This is an optimization exercise on Yosys and OpenROAD, whose aim is a short achievable clock period and few clock cycles, not a production implementation. Only simulation tests tie the RTL to the original design; equivalence was not proved. Power is estimated from default activity; no workload was simulated.

--- run.sh ---
#!/bin/bash
# synth_recipe.tcl (not shown) runs the flow's synth.tcl, then flattens the netlist and writes it again
# the make line also repeats each setting of config.mk as NAME=value (left out here)
make -C /OpenROAD-flow-scripts/flow DESIGN_CONFIG=/design/flow/config.mk WORK_HOME=/design/flow/orfs CLKGATE_MAP_FILE= SYNTH_SCRIPT=/design/flow/synth_recipe.tcl finish
--- design.v ---
`default_nettype none
package cache_pkg;
	localparam int addr_w = 16;
	localparam int data_w = 32;
	localparam int index_w = 4;
	localparam int tag_w = addr_w - index_w;
	localparam int lines = 1 << index_w;
	localparam int csr_sel_w = 2;
	localparam logic [csr_sel_w-1:0] csr_ctrl = 2'd0;
	localparam logic [csr_sel_w-1:0] csr_hits = 2'd1;
	localparam logic [csr_sel_w-1:0] csr_misses = 2'd2;
endpackage
`default_nettype wire
`timescale 1ns/1ps
`default_nettype none
module cache_store
(
	input  logic                           clk,
	input  logic                           rst,
	input  logic [cache_pkg::index_w-1:0]  lookup_index,
	input  logic [cache_pkg::tag_w-1:0]    lookup_tag,
	output logic                           hit,
	output logic                           victim_dirty,
	output logic [cache_pkg::tag_w-1:0]    victim_tag,
	output logic [cache_pkg::data_w-1:0]   victim_data,
	output logic [cache_pkg::data_w-1:0]   line_data,
	input  logic                           fill_en,
	input  logic [cache_pkg::tag_w-1:0]    fill_tag,
	input  logic [cache_pkg::data_w-1:0]   fill_data,
	input  logic                           fill_dirty
);
	logic [cache_pkg::lines-1:0] valid_q;
	logic [cache_pkg::lines-1:0] dirty_q;
	logic [cache_pkg::tag_w-1:0] tag_q [cache_pkg::lines];
	logic [cache_pkg::data_w-1:0] data_q [cache_pkg::lines];
	logic [cache_pkg::data_w-1:0] word;
	assign word = data_q[lookup_index];
	assign victim_tag = tag_q[lookup_index];
	assign hit = valid_q[lookup_index] && (victim_tag == lookup_tag);
	assign victim_dirty = valid_q[lookup_index] && dirty_q[lookup_index];
	assign victim_data = word;
	assign line_data = word;
	always_ff @(posedge clk or negedge rst)
	begin
		if (!rst)
		begin
			valid_q <= '0;
			dirty_q <= '0;
		end
		else if (fill_en)
		begin
			valid_q[lookup_index] <= 1'b1;
			dirty_q[lookup_index] <= fill_dirty;
		end
	end
	always_ff @(posedge clk)
	begin
		if (fill_en)
		begin
			tag_q[lookup_index] <= fill_tag;
			data_q[lookup_index] <= fill_data;
		end
	end
endmodule
`default_nettype wire
`timescale 1ns/1ps
`default_nettype none
module cache_csr
(
	input  logic                             clk,
	input  logic                             rst,
	input  logic                             csr_req,
	input  logic                             csr_we,
	input  logic [cache_pkg::csr_sel_w-1:0]  csr_sel,
	input  logic [cache_pkg::data_w-1:0]     csr_wdata,
	output logic                             csr_ack,
	output logic [cache_pkg::data_w-1:0]     csr_rdata,
	output logic                             enable,
	input  logic                             hit_pulse,
	input  logic                             miss_pulse
);
	logic [cache_pkg::data_w-1:0] hits_q;
	logic [cache_pkg::data_w-1:0] misses_q;
	logic access;
	assign access = csr_req && !csr_ack;
	always_ff @(posedge clk or negedge rst)
	begin
		if (!rst)
		begin
			csr_ack <= 1'b0;
			enable <= 1'b1;
			hits_q <= '0;
			misses_q <= '0;
		end
		else
		begin
			csr_ack <= csr_req;
			if (access && csr_we && (csr_sel == cache_pkg::csr_ctrl))
				enable <= csr_wdata[0];
			if (access && csr_we && (csr_sel == cache_pkg::csr_hits))
				hits_q <= '0;
			else if (hit_pulse && (hits_q != '1))
				hits_q <= hits_q + 1'b1;
			if (access && csr_we && (csr_sel == cache_pkg::csr_misses))
				misses_q <= '0;
			else if (miss_pulse && (misses_q != '1))
				misses_q <= misses_q + 1'b1;
		end
	end
	always_ff @(posedge clk)
	begin
		if (access && !csr_we)
		begin
			case (csr_sel)
				cache_pkg::csr_ctrl:   csr_rdata <= {{(cache_pkg::data_w-1){1'b0}}, enable};
				cache_pkg::csr_hits:   csr_rdata <= hits_q;
				cache_pkg::csr_misses: csr_rdata <= misses_q;
				default:               csr_rdata <= '0;
			endcase
		end
	end
endmodule
`default_nettype wire
`timescale 1ns/1ps
`default_nettype none
module cache_ctrl
(
	input  logic                           clk,
	input  logic                           rst,
	input  logic                           cpu_req,
	input  logic                           cpu_we,
	input  logic [cache_pkg::addr_w-1:0]   cpu_addr,
	input  logic [cache_pkg::data_w-1:0]   cpu_wdata,
	output logic                           cpu_ack,
	output logic [cache_pkg::data_w-1:0]   cpu_rdata,
	output logic                           mem_req,
	output logic                           mem_we,
	output logic [cache_pkg::addr_w-1:0]   mem_addr,
	output logic [cache_pkg::data_w-1:0]   mem_wdata,
	input  logic                           mem_ack,
	input  logic [cache_pkg::data_w-1:0]   mem_rdata,
	input  logic                           enable,
	output logic                           hit_pulse,
	output logic                           miss_pulse,
	output logic [cache_pkg::index_w-1:0]  lookup_index,
	output logic [cache_pkg::tag_w-1:0]    lookup_tag,
	input  logic                           hit,
	input  logic                           victim_dirty,
	input  logic [cache_pkg::tag_w-1:0]    victim_tag,
	input  logic [cache_pkg::data_w-1:0]   victim_data,
	output logic                           fill_en,
	output logic [cache_pkg::tag_w-1:0]    fill_tag,
	output logic [cache_pkg::data_w-1:0]   fill_data,
	output logic                           fill_dirty,
	input  logic [cache_pkg::data_w-1:0]   line_data
);
	localparam logic [2:0] s_idle        = 3'd0;
	localparam logic [2:0] s_compare     = 3'd1;
	localparam logic [2:0] s_write_back  = 3'd2;
	localparam logic [2:0] s_allocate    = 3'd3;
	localparam logic [2:0] s_bypass      = 3'd4;
	localparam logic [2:0] s_mem_release = 3'd5;
	localparam logic [2:0] s_done        = 3'd6;
	logic [2:0] state;
	logic [2:0] ret_state;
	logic first_q;
	logic [cache_pkg::addr_w-1:0] addr_q;
	logic we_q;
	logic [cache_pkg::data_w-1:0] wdata_q;
	logic accept;
	logic cmp_dirty;
	logic cmp_clean;
	logic rel_alloc;
	assign accept = (state == s_idle) && cpu_req;
	assign cmp_dirty = (state == s_compare) && !hit && victim_dirty;
	assign cmp_clean = (state == s_compare) && !hit && !victim_dirty;
	assign rel_alloc = (state == s_mem_release) && !mem_ack && (ret_state == s_allocate);
	assign lookup_index = addr_q[cache_pkg::index_w-1:0];
	assign lookup_tag = addr_q[cache_pkg::addr_w-1:cache_pkg::index_w];
	assign hit_pulse = (state == s_compare) && first_q && hit;
	assign miss_pulse = (state == s_compare) && first_q && !hit;
	assign fill_en = ((state == s_compare) && hit && we_q) || ((state == s_allocate) && mem_ack);
	assign fill_tag = lookup_tag;
	assign fill_data = we_q ? wdata_q : mem_rdata;
	assign fill_dirty = we_q;
	always_ff @(posedge clk or negedge rst)
	begin
		if (!rst)
		begin
			state <= s_idle;
			ret_state <= s_idle;
			first_q <= 1'b0;
			cpu_ack <= 1'b0;
			mem_req <= 1'b0;
			mem_we <= 1'b0;
		end
		else
		begin
			case (state)
				s_idle:
				begin
					if (cpu_req && enable)
					begin
						first_q <= 1'b1;
						state <= s_compare;
					end
					else if (cpu_req)
					begin
						mem_req <= 1'b1;
						mem_we <= cpu_we;
						state <= s_bypass;
					end
				end
				s_compare:
				begin
					first_q <= 1'b0;
					if (hit)
					begin
						cpu_ack <= 1'b1;
						state <= s_done;
					end
					else
					begin
						mem_req <= 1'b1;
						mem_we <= victim_dirty;
						state <= victim_dirty ? s_write_back : s_allocate;
					end
				end
				s_write_back, s_allocate, s_bypass:
				begin
					if (mem_ack)
					begin
						mem_req <= 1'b0;
						state <= s_mem_release;
						if (state == s_write_back)
							ret_state <= s_allocate;
						else if (state == s_allocate)
							ret_state <= s_compare;
						else
							ret_state <= s_done;
					end
				end
				s_mem_release:
				begin
					if (!mem_ack)
					begin
						if (ret_state == s_allocate)
						begin
							mem_req <= 1'b1;
							mem_we <= 1'b0;
						end
						else if (ret_state == s_done)
							cpu_ack <= 1'b1;
						state <= ret_state;
					end
				end
				s_done:
				begin
					if (!cpu_req)
					begin
						cpu_ack <= 1'b0;
						state <= s_idle;
					end
				end
				default:
					state <= s_idle;
			endcase
		end
	end
	always_ff @(posedge clk)
	begin
		if (accept)
		begin
			addr_q <= cpu_addr;
			we_q <= cpu_we;
			wdata_q <= cpu_wdata;
		end
		if (accept && !enable)
		begin
			mem_addr <= cpu_addr;
			mem_wdata <= cpu_wdata;
		end
		else if (cmp_dirty)
		begin
			mem_addr <= {victim_tag, lookup_index};
			mem_wdata <= victim_data;
		end
		else if (cmp_clean || rel_alloc)
			mem_addr <= addr_q;
		if ((state == s_compare) && hit && !we_q)
			cpu_rdata <= line_data;
		else if ((state == s_bypass) && mem_ack && !we_q)
			cpu_rdata <= mem_rdata;
	end
endmodule
`default_nettype wire
`timescale 1ns/1ps
`default_nettype none
module cache_top
(
	input  logic                             clk,
	input  logic                             rst,
	input  logic                             cpu_req,
	input  logic                             cpu_we,
	input  logic [cache_pkg::addr_w-1:0]     cpu_addr,
	input  logic [cache_pkg::data_w-1:0]     cpu_wdata,
	output logic                             cpu_ack,
	output logic [cache_pkg::data_w-1:0]     cpu_rdata,
	output logic                             mem_req,
	output logic                             mem_we,
	output logic [cache_pkg::addr_w-1:0]     mem_addr,
	output logic [cache_pkg::data_w-1:0]     mem_wdata,
	input  logic                             mem_ack,
	input  logic [cache_pkg::data_w-1:0]     mem_rdata,
	input  logic                             csr_req,
	input  logic                             csr_we,
	input  logic [cache_pkg::csr_sel_w-1:0]  csr_sel,
	input  logic [cache_pkg::data_w-1:0]     csr_wdata,
	output logic                             csr_ack,
	output logic [cache_pkg::data_w-1:0]     csr_rdata
);
	logic enable;
	logic hit_pulse;
	logic miss_pulse;
	logic [cache_pkg::index_w-1:0] lookup_index;
	logic [cache_pkg::tag_w-1:0] lookup_tag;
	logic hit;
	logic victim_dirty;
	logic [cache_pkg::tag_w-1:0] victim_tag;
	logic [cache_pkg::data_w-1:0] victim_data;
	logic [cache_pkg::data_w-1:0] line_data;
	logic fill_en;
	logic [cache_pkg::tag_w-1:0] fill_tag;
	logic [cache_pkg::data_w-1:0] fill_data;
	logic fill_dirty;
	cache_ctrl i_ctrl (.*);
	cache_store i_store (.*);
	cache_csr i_csr (.*);
endmodule
`default_nettype wire
--- constraint.sdc ---
create_clock -name core_clock -period 8.0 [get_ports {clk}]
set_input_delay 1.6000 -clock core_clock [delete_from_list [all_inputs] [get_ports {clk}]]
set_output_delay 1.6000 -clock core_clock [all_outputs]
set_load 0.01 [all_outputs]
--- config.mk ---
export PLATFORM = sky130hd
export DESIGN_NAME = cache_top
export DESIGN_NICKNAME = cache_top
export VERILOG_FILES = /design/flow/design.v
export SDC_FILE = /design/flow/constraint.sdc
export NUM_CORES = 4
export LEC_CHECK = 0
export CAP_MARGIN = 20
export CORE_MARGIN = 2
export CORE_UTILIZATION = 40
export SLEW_MARGIN = 20
==> results.cfg <==
[global_route]
grt_max_degree = 76
grt_pass1_vias = 22200
grt_pass1_wl_mm = 144
overflow = 0
antenna_found_initial = 2
grt_util_all_layers = 0.189

[critical_path]
cp-end-kind = register
worstPathCellList = buf_12, mux4_2, a22oi_1, and3_1, nor2_1, a21oi_1, or4bb_1, o21ai_1, nand2_1, nor2_4, buf_12
crit_arrival_ns = 6.16
crit_path_max_incr_delay_ns = 0.83
crit_path_start_kind = register
path_buf_inv = 2
cp_common_cell = buf_12
critPathRequiredTime_ns = 8.34
reg2reg_to = i_store.data_q[7][6]
reg2reg_depth = 11
reg2reg_slack_ns = 2.18
crit_path_top_delay_cell = dfxtp_4
cp_max_fo = 55
cp_top_family = simple AND/OR/NAND/NOR gates
worst-setup-path-type = register to register

[die]
dieArea_sq_um = 102000
ios = 237
rows = 115
dieHeight_um = 320
initial_core_util = 0.404
die_width_um = 320
coreArea_sq_um = 98600

[synthesis]
ys_types = 83
synth_nets = 2347
ys_seq_elements = 977
synthFlopType = edfxtp_1
synth-warning-count = 3
syn_inst = 2219
synth_edf_count = 865
syn_area_sq_um = 39800
syn_area_per_cell_sq_um = 17.9
seq_area_frac_synth = 0.722
async_flop_share = 0.111

[cells_and_area]
area_growth_pct = 17.0
stdcell_count = 3820
drive_gt1_frac = 0.204
fin_nets = 2581
nFillCells = 8197

[power_and_ir_drop]
p_leak_nw = 15.2
p_per_area_nw_per_um2 = 285
irDropWorstVdd_mv = 0.193

[worst_hold_path]
hold_depth = 1
hold_path_class = register to register
min_from = i_store.valid_q[8]
holdPathEnd = i_store.valid_q[8]

[clocking]
root_buffer = clkbuf_16
clkTransAtPathRegs_ns = 0.07
cts_hold_buf = 0
numCtsBuffers = 100
cts_sinks = 977
cts_setup_buffers = 0
cts.path.max_buffers = 3
cts-resized-gates = 0
clkLatencyLatePin_ns = 0.68
cts_tree = yes
htree_levels = 3

[route]
drt_first_iter_violations = 1921
post_drt_wl_per_cell_um = 25.3
ant_nets = 0
vias = 21600
drc = 0
vias_per_cell = 5.65
drt_wl_total_mm = 96.5
dr.pass1.iters = 7

[placement]
place_inst = 3638
port_buffers = 205
place.gp.congestion = 0.848
place_hpwl_mm = 55.9

[sta]
tightestPinTransition_ns = 1.07
fin_worst_skew_ns = 0.0334
drv_slew = 0
tns_ns = 0
timing.fmax_mhz = 172
final.min_clock_period_ns = 5.82
rsz0062_at_grt = false
hold_violations = 0
relSlewSlack = 0.285
layout_worst_path_cycle_share = 0.728
setup_viol = 0

[outcome]
status = no timing/DRC/antenna violations

[job]
maxCapViolations = 0
cells in the final DEF, fill, tap and decap left out, types with 11 or more instances in the layout:
cell type and n:
nor2_1 43, nand4_1 20, clkinv_2 15, mux2i_1 60, edfxtp_1 865, a22o_1 33, o21ai_0 77, a21oi_1 51
or3_1 36, nor3_1 14, clkinv_1 19, xor2_1 13, clkdlybuf4s50_1 204, a22oi_1 12, o21bai_1 12, nor2b_1 13
mux2_2 77, clkbuf_16 101, mux4_2 198, clkbuf_1 26, xnor2_1 14, nand2b_1 18, nand2_1 202, buf_4 39
dfrtp_1 107, and3_1 11, nor2_4 13, or4_1 16, inv_1 17, nand3_1 40
cells by family (layout without fill, tap and decap cells):
family                     Yosys count  after routing  share of synthesized area
DFF                                977            977                      0.722
and+or+nand+nor                    480            480                     0.0601
muxes                              340            340                      0.151
AOI/OAI and AO/OA                  248            248                     0.0413
buffers and inverters              140            453                     0.0174
xor gates and xnor gates            27             27                    0.00594
adders and majority gates            7              7                    0.00220
other                                0              1                          0
final cells by class:
| type | count | area [sq um] | area share |
|---|---|---|---|
| antenna | 1 | 2.50 | 0.0000537 |
| clock buffer | 131 | 2680 | 0.0575 |
| clock inverter | 50 | 439 | 0.00942 |
| inverter | 20 | 75.1 | 0.00161 |
| multi-input combinational | 1102 | 10500 | 0.226 |
| sequential | 977 | 28800 | 0.617 |
| tap | 1287 | 1610 | 0.0345 |
| timing repair buffer | 252 | 2510 | 0.0538 |
per-stage QoR:
stage	hold WS, ns	power [mW]	utilization	setup WS [ns]	instance area (sq um)
after global placement	0.455	8.91	0.441	2.20	43500
after CTS	0.473	13.4	0.473	2.12	46600
after detailed placement	0.453	8.96	0.441	2.17	43500
final	0.470	13.3	0.473	2.18	46600
after global routing	0.493	13.8	0.473	1.82	46600
after floorplan	0.435	8.04	-	1.67	39800
cells in the mapped netlist (all sizes together) (16+ instances only):
cell type	instances	area share
or4	16	0.0030
nor2	56	0.0055
edfxtp	865	0.65
nand3	42	0.0057
a21oi	51	0.0064
inv	20	0.0019
mux2	80	0.023
dfrtp	107	0.067
o21ai	79	0.010
a22o	33	0.0073
mux4	199	0.11
nand2	203	0.019
nor3	19	0.0027
nor2b	16	0.0025
mux2i	61	0.016
nand4	20	0.0031
nand2b	19	0.0030
buf	52	0.0091
clkbuf	68	0.0064
or3	36	0.0057
per-layer routing:
layer,up-vias,part of all wire,global-route usage
li1,9363,-,-
met1,11300,0.42,0.253
met2,694,0.49,0.313
met3,165,0.057,0.0326
met4,4,0.031,0.0659
met5,-,0.00024,0
power by group:
group	switching (mW)	leakage (nW)	total [mW]	internal, mW
Combinational	1.32	4.54	2.46	1.14
Clock	1.94	1.52	4.47	2.53
Sequential	0.365	9.18	6.38	6.01
worst max-delay path by stage:
stage,startpoint,end,slack [ns],depth (start not counted)
5_1_grt,register,i_store.tag_q[7][5],1.82,11
6_report,register,i_store.data_q[7][6],2.18,11
2_1_floorplan,register,i_store.data_q[0][0],1.67,12
3_3_place_gp,register,i_store.tag_q[7][5],2.20,11
4_1_cts,register,i_store.tag_q[7][5],2.12,11
3_5_place_dp,register,i_store.tag_q[7][5],2.17,11
flip-flops by register name (all words and copies together) (netlist names), 3 cells and up, named ones only:
| register | count |
|---|---|
| i_store.dirty_q | 16 |
| i_ctrl.mem_wdata | 32 |
| i_csr.misses_q | 32 |
| i_csr.hits_q | 32 |
| i_ctrl.cpu_rdata | 32 |
| i_ctrl.state | 3 |
| i_ctrl.ret_state | 3 |
| i_csr.csr_rdata | 32 |
| i_ctrl.wdata_q | 32 |
| i_store.tag_q | 192 |
| i_ctrl.mem_addr | 16 |
| i_store.valid_q | 16 |
| i_ctrl.addr_q | 16 |
| i_store.data_q | 512 |
Testbench counts, summed over its fixed seeds: cycles 43,241.

[what the ideal ports hide]
In the flow no input, the clock included, has a driving cell. The finished layout below was timed again as built, in two steps. Step 1, drivers: a clkbuf_16 drives clk and a buf_2 each remaining input, both assumed. Step 2 times the ports against the registers' clock, not the clock port: input delays grow and output delays shrink by t, the midpoint of the rising clock arrivals with the driver on. a / b / c = ideal ports / drivers / drivers and shift; a / b = the first two.
t, ns: 0.736
setup WS [ns]: 2.176 / 2.176 / 2.176
clock arrival spread, ns: 0.034 / 0.034
slew at the worst register clock pin (ns): 0.07 / 0.07
worst slew at a driven data input, ns: 0.15
After both steps this run still meets setup and hold. For this run, drivers alone change the setup slack by 0.000 ns; drivers and shift together by 0.000 ns.
